This design comes from an exercise in tuning for small area and few clock cycles per item on the open sky130 flow, not from production work. Where RTL was checked, it was by simulation tests only, not by an equivalence proof against the original. The RTL of run 2 was laid out without a check of its function. No activity file was given, so power comes from the tool's default toggle rates.

==> flow/design.v (outline; a module is shown in full before it is edited, if it fits) <==
// module hsv_adjust_pipe: 94 lines
// module hsv_adjust_hue: 170 lines
// module hsv_adjust_gain: 1489 lines
// module hsv_adjust_ha: 4 lines
// module hsv_adjust_fa: 4 lines
module hsv_adjust_pipe #(
  parameter int          HW      = 25,
  parameter int          SW      = 18,
  parameter int          FRAC    = 16,
  parameter int unsigned HUE_MAX = 360 << FRAC
) (
  input  logic                 CLK,
  input  logic                 RST_N,
  input  logic                 IN_VALID,
  output logic                 IN_READY,
  input  logic                 IN_SOF,
  input  logic [HW-1:0]        H,
  input  logic [SW-1:0]        S,
  input  logic [SW-1:0]        V,
  input  logic                 CNTL_WR,
  input  logic signed [HW:0]   CNTL_HUE,
  input  logic signed [SW-1:0] CNTL_SAT,
  input  logic signed [SW-1:0] CNTL_VAL,
  input  logic                 CNTL_BYP,
  output logic                 OUT_VALID,
  input  logic                 OUT_READY,
  output logic                 OUT_SOF,
  output logic [HW-1:0]        HO,
  output logic [SW-1:0]        SO,
  output logic [SW-1:0]        VO
);
  // ...
==> flow/flow/run.sh <==
#!/bin/bash
# Standard ORFS layout, with the port buffers made from the smallest buffer
# (every input and output port still gets its own buffer).
set -o pipefail
export BUFFER_PORTS_ARGS="-buffer_cell sky130_fd_sc_hd__buf_1"
bash standard.sh synth > synth.log 2>&1 || exit 1
bash standard.sh finish > layout.log 2>&1 || exit 1
==> flow/standard.sh <==
#!/bin/bash
# synth_recipe.tcl (not shown) runs the flow's synth.tcl, then flattens the netlist and writes it again
# the make line also repeats each setting of config.mk as NAME=value (left out here)
make -C /OpenROAD-flow-scripts/flow DESIGN_CONFIG=/design/flow/config.mk WORK_HOME=/design/flow/orfs CLKGATE_MAP_FILE= SYNTH_SCRIPT=/design/flow/synth_recipe.tcl "${@:-finish}"
==> flow/config.mk <==
export PLATFORM = sky130hd
export DESIGN_NAME = hsv_adjust_pipe
export DESIGN_NICKNAME = hsv_adjust_pipe
export VERILOG_FILES = /design/flow/design.v
export SDC_FILE = /design/flow/constraint.sdc
export NUM_CORES = 4
export LEC_CHECK = 0
export CAP_MARGIN = 20
export CORE_MARGIN = 2
export CORE_UTILIZATION = 45
export SLEW_MARGIN = 20
export SYNTH_HIERARCHICAL = 1
export SYNTH_MINIMUM_KEEP_SIZE = 0
==> flow/constraint.sdc <==
create_clock -name core_clock -period 10.0 [get_ports {CLK}]
set_input_delay 2.0000 -clock core_clock [delete_from_list [all_inputs] [get_ports {CLK}]]
set_output_delay 2.0000 -clock core_clock [all_outputs]
set_load 0.01 [all_outputs]
==> notes.md, run 1 <==
• status: complete, no violations
• register with the most flip-flops: pend
• sequential logic power: 0.963 mW
• Post-Route Utilization: 50.1%
• total negative slack: 0 ns
• internal power of the cells: 3.86 mW
• Die Footprint: 49,300 um2
• Floorplan Core Area: 46,800 um2
• prevailing post-synth register cell: edfxtp_1
• relative contribution of combinational cells to total power: 77.9%
• register-to-register setup slack: 7.08 ns
• height of the die: 222 um
• count of antenna diodes in the layout: 0
• biggest cell category by area in the final layout: multi-input combinational cells
• type of the worst setup path: reg2out
• kind of start point of the critical path: register
• Total GRT Usage: 25.3%
• r2r startpoint: OUT_VALID
• placed instance area: 22,700 um2
• source-to-sink clock delay at the later pin of the worst-skew pair: 0.49 ns
• ys async rst share: 2.12%
• number of vias per cell after detailed routing: 5.81
• register share of the cell area: 21.5%
• simple-gate area share of the yosys netlist: 14.0%
• multiplexer share of the synthesized area: 0.246%
• DR vias: 15,500
• warning count from the yosys run: 7
• number of rows in the core area: 79
• combinational cell power: 5.94 mW
• Clk network pwr share: 9.5%
Testbench counts, summed over its fixed seeds: cycles 16,008, items 16,000.
==> module hsv_adjust_pipe, before the edit <==
module hsv_adjust_pipe #(
  parameter int          HW      = 25,
  parameter int          SW      = 18,
  parameter int          FRAC    = 16,
  parameter int unsigned HUE_MAX = 360 << FRAC
) (
  input  logic                 CLK,
  input  logic                 RST_N,
  input  logic                 IN_VALID,
  output logic                 IN_READY,
  input  logic                 IN_SOF,
  input  logic [HW-1:0]        H,
  input  logic [SW-1:0]        S,
  input  logic [SW-1:0]        V,
  input  logic                 CNTL_WR,
  input  logic signed [HW:0]   CNTL_HUE,
  input  logic signed [SW-1:0] CNTL_SAT,
  input  logic signed [SW-1:0] CNTL_VAL,
  input  logic                 CNTL_BYP,
  output logic                 OUT_VALID,
  input  logic                 OUT_READY,
  output logic                 OUT_SOF,
  output logic [HW-1:0]        HO,
  output logic [SW-1:0]        SO,
  output logic [SW-1:0]        VO
);
  localparam logic [HW:0]   HMAX    = HUE_MAX[HW:0];
  localparam int unsigned   HLAST_I = HUE_MAX - 1;
  localparam logic [HW-1:0] HLAST   = HLAST_I[HW-1:0];
  typedef struct packed {
    logic [HW-1:0] hue;
    logic [SW-1:0] sat;
    logic [SW-1:0] val;
    logic          byp;
  } cntl_t;
  logic  accept, take, pend_flag;
  logic  [HW:0] hue_norm;
  cntl_t wr_set, pend, pend_nx, act;
  assign IN_READY = ~OUT_VALID | OUT_READY;
  assign accept   = IN_VALID & IN_READY;
  assign take     = accept & IN_SOF & (pend_flag | CNTL_WR);
  always_comb begin
    hue_norm = CNTL_HUE;
    if (CNTL_HUE[HW])
      hue_norm = CNTL_HUE + HMAX;
    wr_set  = {hue_norm[HW-1:0] & {HW{~CNTL_BYP}}, CNTL_SAT & {SW{~CNTL_BYP}},
               CNTL_VAL & {SW{~CNTL_BYP}}, CNTL_BYP};
    pend_nx = CNTL_WR ? wr_set : pend;
  end
  always_ff @(posedge CLK)
    pend <= pend_nx;
  always_ff @(posedge CLK)
    if (take)
      act <= pend_nx;
  logic zero, byp;
  always_ff @(posedge CLK or negedge RST_N) begin
    if (!RST_N) begin
      zero      <= 1'b1;
      byp       <= 1'b0;
      pend_flag <= 1'b0;
    end else begin
      if (take) begin
        zero      <= 1'b0;
        byp       <= pend_nx.byp;
        pend_flag <= 1'b0;
      end else if (CNTL_WR) begin
        pend_flag <= 1'b1;
      end
    end
  end
  logic          b_sof;
  logic [HW-1:0] b_h;
  logic [SW-1:0] b_s, b_v;
  always_ff @(posedge CLK or negedge RST_N) begin
    if (!RST_N)
      OUT_VALID <= 1'b0;
    else if (IN_READY)
      OUT_VALID <= IN_VALID;
  end
  always_ff @(posedge CLK) begin
    if (IN_READY) begin
      b_sof <= IN_SOF;
      b_h   <= H;
      b_s   <= S;
      b_v   <= V;
    end
  end
  hsv_adjust_gain u_sg (.x(b_s), .g(act.sat), .z(zero), .byp(byp), .y(SO));
  hsv_adjust_gain u_vg (.x(b_v), .g(act.val), .z(zero), .byp(byp), .y(VO));
  logic [HW-1:0] off;
  assign off     = act.hue & {HW{~zero}};
  assign OUT_SOF = b_sof;
  hsv_adjust_hue u_hue (.h(b_h), .off(off), .byp(byp), .y(HO));
endmodule
==> run 2, diff against run 1 <==
--- a/flow/design.v
+++ b/flow/design.v
@@ -28,36 +28,35 @@
   localparam int unsigned   HLAST_I = HUE_MAX - 1;
   localparam logic [HW-1:0] HLAST   = HLAST_I[HW-1:0];
   typedef struct packed {
     logic [HW-1:0] hue;
     logic [SW-1:0] sat;
     logic [SW-1:0] val;
     logic          byp;
   } cntl_t;
-  logic  accept, take, pend_flag;
+  logic  accept, take, pend_flag, zero, byp;
   logic  [HW:0] hue_norm;
   cntl_t wr_set, pend, pend_nx, act;
   assign IN_READY = ~OUT_VALID | OUT_READY;
   assign accept   = IN_VALID & IN_READY;
   assign take     = accept & IN_SOF & (pend_flag | CNTL_WR);
   always_comb begin
     hue_norm = CNTL_HUE;
     if (CNTL_HUE[HW])
       hue_norm = CNTL_HUE + HMAX;
     wr_set  = {hue_norm[HW-1:0] & {HW{~CNTL_BYP}}, CNTL_SAT & {SW{~CNTL_BYP}},
                CNTL_VAL & {SW{~CNTL_BYP}}, CNTL_BYP};
     pend_nx = CNTL_WR ? wr_set : pend;
   end
   always_ff @(posedge CLK)
     pend <= pend_nx;
   always_ff @(posedge CLK)
-    if (take)
-      act <= pend_nx;
-  logic zero, byp;
+    if (take || zero)
+      act <= take ? pend_nx : '0;
   always_ff @(posedge CLK or negedge RST_N) begin
     if (!RST_N) begin
       zero      <= 1'b1;
       byp       <= 1'b0;
       pend_flag <= 1'b0;
     end else begin
       if (take) begin
         zero      <= 1'b0;
@@ -80,20 +79,20 @@
   always_ff @(posedge CLK) begin
     if (IN_READY) begin
       b_sof <= IN_SOF;
       b_h   <= H;
       b_s   <= S;
       b_v   <= V;
     end
   end
-  hsv_adjust_gain u_sg (.x(b_s), .g(act.sat), .z(zero), .byp(byp), .y(SO));
-  hsv_adjust_gain u_vg (.x(b_v), .g(act.val), .z(zero), .byp(byp), .y(VO));
+  hsv_adjust_gain u_sg (.x(b_s), .g(act.sat), .byp(byp), .y(SO));
+  hsv_adjust_gain u_vg (.x(b_v), .g(act.val), .byp(byp), .y(VO));
   logic [HW-1:0] off;
-  assign off     = act.hue & {HW{~zero}};
+  assign off     = act.hue;
   assign OUT_SOF = b_sof;
   hsv_adjust_hue u_hue (.h(b_h), .off(off), .byp(byp), .y(HO));
 endmodule
 module hsv_adjust_hue (
   input  logic [24:0] h,
   input  logic [24:0] off,
   input  logic        byp,
   output logic [24:0] y
@@ -260,17 +259,16 @@
   assign r0 = (~byp & (t0 >= 7'd45)) ? 6'(t0 - 7'd45) : t0[5:0];
   assign t1 = '0;
   assign r1 = '0;
   assign y[24:19] = r0;
 endmodule
 module hsv_adjust_gain (
   input  logic [17:0] x,
   input  logic [17:0] g,
-  input  logic        z,      
   input  logic        byp,    
   output logic [17:0] y
 );
   logic [15:0] ge;
   logic m16, m17, neg, ovf, kill;
   logic [15:0] sn;
   logic pp1;
   logic pp2;
@@ -1123,20 +1121,20 @@
   logic sum849;
   logic sum850;
   logic sum851;
   logic sum852;
   logic sum853;
   logic sum854;
   logic sum855;
   logic sum856;
-  assign ge  = g[15:0] & {16{~z}};
-  assign m16 = (g[17:16] == 2'b00) | z;
-  assign m17 = (g[17:16] == 2'b01) & ~z;
-  assign neg = (g[17:16] == 2'b10) & ~z;
+  assign ge  = g[15:0];
+  assign m16 = g[17:16] == 2'b00;
+  assign m17 = g[17:16] == 2'b01;
+  assign neg = g[17:16] == 2'b10;
   assign pp1 = ~((x[0] & ge[0]));
   assign pp2 = ~((x[0] & ge[1]));
   assign pp3 = ~((x[1] & ge[0]));
   assign pp4 = ~((x[0] & ge[2]));
   assign pp5 = ~((x[1] & ge[1]));
   assign pp6 = ~((x[2] & ge[0]));
   assign pp7 = ~((x[0] & ge[3]));
   assign pp8 = ~((x[1] & ge[2]));
==> run 2 against run 1 <==
Effect of this change:
- critical path depth up 1
- worst hold slack worse by 0.0063 ns
- first-iteration DRC count down 27%
- wire length down 2.1%
- non-clock buffer count down 8
- maximum frequency up 1.9%
- sequential share of layout area down 0.16 points
- utilization down 0.58 points
- area after synthesis up 1.2%
- combinational power down 37%
- cell count up 2.7%
- highest routed layer unchanged
- still clean
==> notes.md, run 2 <==
• Floorplan Core Area: 47,600 um2, was 46,800 um2
• register with the most flip-flops: pend, unchanged
• total non-filler cell area in the finished layout: 23,600 um2, was 23,400 um2
• height of the die: 223 um, was 222 um
• synth top area cells: fa_1, edfxtp_1, nand2_1, unchanged
• post-layout power: 5.46 mW, was 7.63 mW
• fraction of synthesized cell area taken by the top area cell type: 42.2%, was 42.8%
• register-to-register setup slack: 7.94 ns, was 7.08 ns
• Crit. End Element: output port, unchanged
• maximum vdd ir drop: 0.214 mV, was 0.355 mV
• Routed Antenna Nets: 0, unchanged
• effective utilization at floorplan: 45.5%, was 45.8%
• Initial DRC Count: 959, was 1,311
• Power Density: 231 nW/um2, was 326 nW/um2
• worst r2r dst: act[1], was byp
• Total GRT Usage: 24.7%, was 25.3%
• relative contribution of combinational cells to total power: 69.0%, was 77.9%
• measured slew at the worst slew-check pin: 0.961 ns, was 1.03 ns
• maximum buffer depth of the clock tree: 2, unchanged
• cell with the most instances after synthesis: nand2_1, unchanged
• data arrival time of the worst path: 7.56 ns, was 7.74 ns
• Min-Delay Path Depth: 2, unchanged
• I/O Pins: 194, unchanged
• Final Routed Wirelength: 58,800 um, was 60,000 um
• fraction of met1 tracks used by global routing: 32.2%, was 32.7%
• met3 track demand over resource: 7.72%, was 6.69%
• commonest cells after routing, fill and taps aside: nand2_1, fa_1, buf_1, unchanged
• number of DRC violations after detailed routing: 0, unchanged
• global route total overflow: 0, unchanged
• worst-path fanout max: 5, unchanged
• max-cap check violation count: 0, unchanged
• number of max-slew violations in the final report: 0, unchanged
• non-filler cells in the finished layout: 2,734, was 2,662
• Final period util: 95.6%, was 97.4%
• HP Class: reg2reg, unchanged
• Sw Ratio: 47.1%, was 49.4%
• largest area contributor in the synthesized netlist: fa_1, unchanged
• beginning of the worst hold path: pend[59], was pend[60]
• maximum cell stage delay along the critical path: 0.45 ns, about the same
• number of vias per cell after detailed routing: 5.69, was 5.81
• synth cell count leaders: nand2_1, fa_1, clkbuf_1, edfxtp_1, nor2_1, was nand2_1, fa_1, edfxtp_1, clkbuf_1, ha_1
• Max-slew headroom: 36.0%, was 31.1%
• synthesized area divided by synthesized cell count: 10.9 um2, was 11.2 um2
• setup skew after layout: 0.0223 ns, was 0.0188 ns
• number of rows in the core area: 80, was 79
• met2 Use GR: 40.0%, was 41.2%
• internal power of the cells: 2.89 mW, was 3.86 mW
• Most Used Layer, Global Route: met2, unchanged
• routed length per placed instance: 21.5 um, was 22.6 um
• number of endpoints failing setup at the final stage: 0, unchanged
• Die Footprint: 49,900 um2, was 49,300 um2
• ys async rst share: 2.12%, unchanged
• half-perimeter wire length after placement: 43,600 um, was 44,100 um
• Max Clock Freq: 0.105 GHz, was 0.103 GHz
• final number of hold-violating endpoints: 0, unchanged
• number of instances in the synthesized netlist: 1,987, was 1,912
• number of flip-flops and latches in the synthesized netlist: 189, unchanged
• kind of start point of the critical path: register, unchanged
• end point of the most critical hold path: pend[59], was pend[60]
• first-pass detailed-route iteration total: 5, was 8
• Layout area overhead: 9.01%, was 9.56%
• leading cell type in the layout, fill and taps excluded: nand2_1, unchanged
• top flop regs: pend x62, act x61, b_h x25, unchanged
• Num Clock Sinks: 189, unchanged
• EDFF count, synth: 123, unchanged
• Clk network pwr share: 13.5%, was 9.5%
• source-to-sink clock delay at the later pin of the worst-skew pair: 0.49 ns, about the same
• data required time at the worst endpoint: 8.00 ns, about the same
• r2r startpoint: OUT_VALID, unchanged
• RD Place Congestion: 0.856, was 0.859
• Top cell by count, worst path: fa_2, unchanged
• via count of the first global-routing pass: 16,900, was 17,200
• clock-pin slew of the registers on the worst-case setup and hold paths: 0.08 ns, about the same
• DR vias: 15,600, was 15,500
• wire length of the first global-routing pass: 93,600 um, was 95,200 um
• sequential fraction of design power: 17.5%, was 12.6%
• count of port buffers added during placement: 193, unchanged
• net count of the finished layout: 2,771, was 2,709
• status: complete, no violations, unchanged
• number of flip-flops in the largest register: 62, unchanged
• placed cell count: 2,697, was 2,623
• type of the worst setup path: reg2out, unchanged
• Die Wd: 223 um, was 222 um
• maximum number of pins on one net before global-route repair: 64, was 66
• placed instance area: 22,900 um2, was 22,700 um2
• prevailing post-synth register cell: edfxtp_1, unchanged
• Static Leak: 7.84 nW, was 8.33 nW
• part of the Yosys area used for sequential elements: 23.3%, was 23.5%
• total clock buffers created by CTS: 17, unchanged
• Root Driver: clkbuf_16, unchanged
• H-tree levels: 4, unchanged
• switching power of the nets: 2.57 mW, was 3.77 mW
• post-synthesis cell type count: 69, was 65
• share of layout cells above drive strength 1: 6.05%, was 7.49%
• TritonCTS clock tree: built, unchanged
• antenna violations before repair: 4, was 8
• R2R depth: 4, was 6
• warning count from the yosys run: 7, unchanged
• final worst path period need: 9.56 ns, was 9.74 ns
• master of the slowest instance on the critical path: fa_2, unchanged
• post-synthesis instance area: 21,700 um2, was 21,400 um2
==> run 2: cell types whose count changed after synthesis, moves of 10 or more <==
cell	previous run	this run
a21oi_1	23	56
nor2_1	62	94
a222oi_1	30	0
mux2i_1	3	33
clkbuf_1	116	130
a21o_1	20	10
nand3_1	14	4
==> run 2: per-module statistics from Yosys, one instance, submodules excluded <==
module	times used	cell area, um2	flops+latches	cells inside
hsv_adjust_gain	2	2310	0	486
hsv_adjust_fa	455	20.0	0	1
hsv_adjust_ha	52	12.5	0	1
hsv_adjust_pipe	1	6270	189	363
hsv_adjust_hue	1	1000	0	145
==> run 2: metrics by stage <==
step	TNS, ns	setup slack (ns)	utilization (%)	hold slack, ns
3_5_place_dp	0	0.280	48.1	0.439
4_1_cts	0	0.0442	49.4	0.459
6_report	0	0.442	49.5	0.458
5_1_grt	-0.00203	-0.00203	49.5	0.469
2_1_floorplan	0	1.11	-	0.422
3_3_place_gp	0	0.499	48.1	0.432
==> run 2: worst max-delay path by stage <==
stage	start	to	cells past startpoint
after CTS	b_h[20]	HO[23]	29
after detailed placement	b_h[20]	HO[23]	29
after global routing	b_h[20]	HO[23]	29
after floorplan	b_h[20]	HO[23]	27
final	b_h[20]	HO[23]	29
after global placement	b_h[20]	HO[23]	29
==> run 2: power groups by stage <==
stage	logic (mW)	registers (mW)	clock network, mW
6_report	3.77	0.954	0.740
3_5_place_dp	3.79	0.970	0
5_1_grt	4.31	0.960	0.780
2_1_floorplan	2.76	0.911	0
4_1_cts	3.82	0.953	0.754
3_3_place_gp	3.73	0.969	0
==> run 2: worst max-delay path: cells and delay by family (launching register included) <==
| kind | cells | cell delay [ns] |
|---|---|---|
| compound gates | 9 | 1.61 |
| fa+ha+maj | 12 | 3.89 |
| buf+inv | 2 | 0.29 |
| flops | 1 | 0.41 |
| simple gates | 6 | 0.86 |
==> run 2: repair_timing <==
action	4_1_cts	5_1_grt
pin swaps	0	9
buffers inserted	0	3
hold buffers	0	0
endpoints found under the setup margin	5	6
gates resized for setup	4	11
==> run 2: routing by layer <==
| layer | part of all wire [%] | up-vias | routed length [um] |
|---|---|---|---|
| met3 | 9.3 | 99 | 5440 |
| met2 | 48 | 677 | 28200 |
| met1 | 40 | 8077 | 23800 |
| met4 | 2.3 | 6 | 1360 |
| li1 | - | 6700 | - |
| met5 | 0.070 | - | 41 |
==> run 2: area by class of cell <==
type,count,area [um2]
Antenna cell,2,5.00
Sequential cell,189,5040
Clock inverter,14,194
Fill cell,4412,24000
Multi-Input combinational cell,1626,15900
Inverter,12,45.0
Timing Repair Buffer,258,1220
Clock buffer,18,429
Tap cell,615,769
==> run 2: kinds of logic (layout without fill, tap and decap cells) <==
| logic type | after synthesis | count (layout) | synth area share (%) |
|---|---|---|---|
| AOI/OAI and AO/OA | 250 | 250 | 8.38 |
| xor gates and xnor gates | 30 | 30 | 1.21 |
| adders and majority gates | 537 | 537 | 46.9 |
| buffers and inverters | 200 | 302 | 4.00 |
| DFF | 189 | 189 | 23.3 |
| muxes | 35 | 35 | 1.63 |
| other | 2 | 32 | 0.0347 |
| and+or+nand+nor | 744 | 744 | 14.6 |

[static timing again, ports no longer ideal]
Ports are ideal in the flow. The routed layouts listed here were re-timed in OpenROAD. Step 1, drivers: a clkbuf_16 drives CLK and a buf_2 each remaining input, both assumed. Step 2 times the ports against the registers' clock, not the clock port: input delays grow and output delays shrink by t, the midpoint of the rising clock arrivals with the driver on. a / b / c = no drivers / after step 1 / after step 2; a / b = the first two.
| run | t, ns | setup slack, ns | hold slack, ns | worst setup path at the end | worst register clock-pin slew, ns |
|---|---|---|---|---|---|
| run 1 | 0.540 | 0.258 / 0.204 / 0.744 | 0.464 / 0.464 / 0.464 | register to output | 0.09 / 0.09 |
| run 2 | 0.538 | 0.442 / 0.386 / 0.923 | 0.458 / 0.458 / 0.458 | register to output | 0.10 / 0.10 |
After both steps every run listed still meets setup and hold.
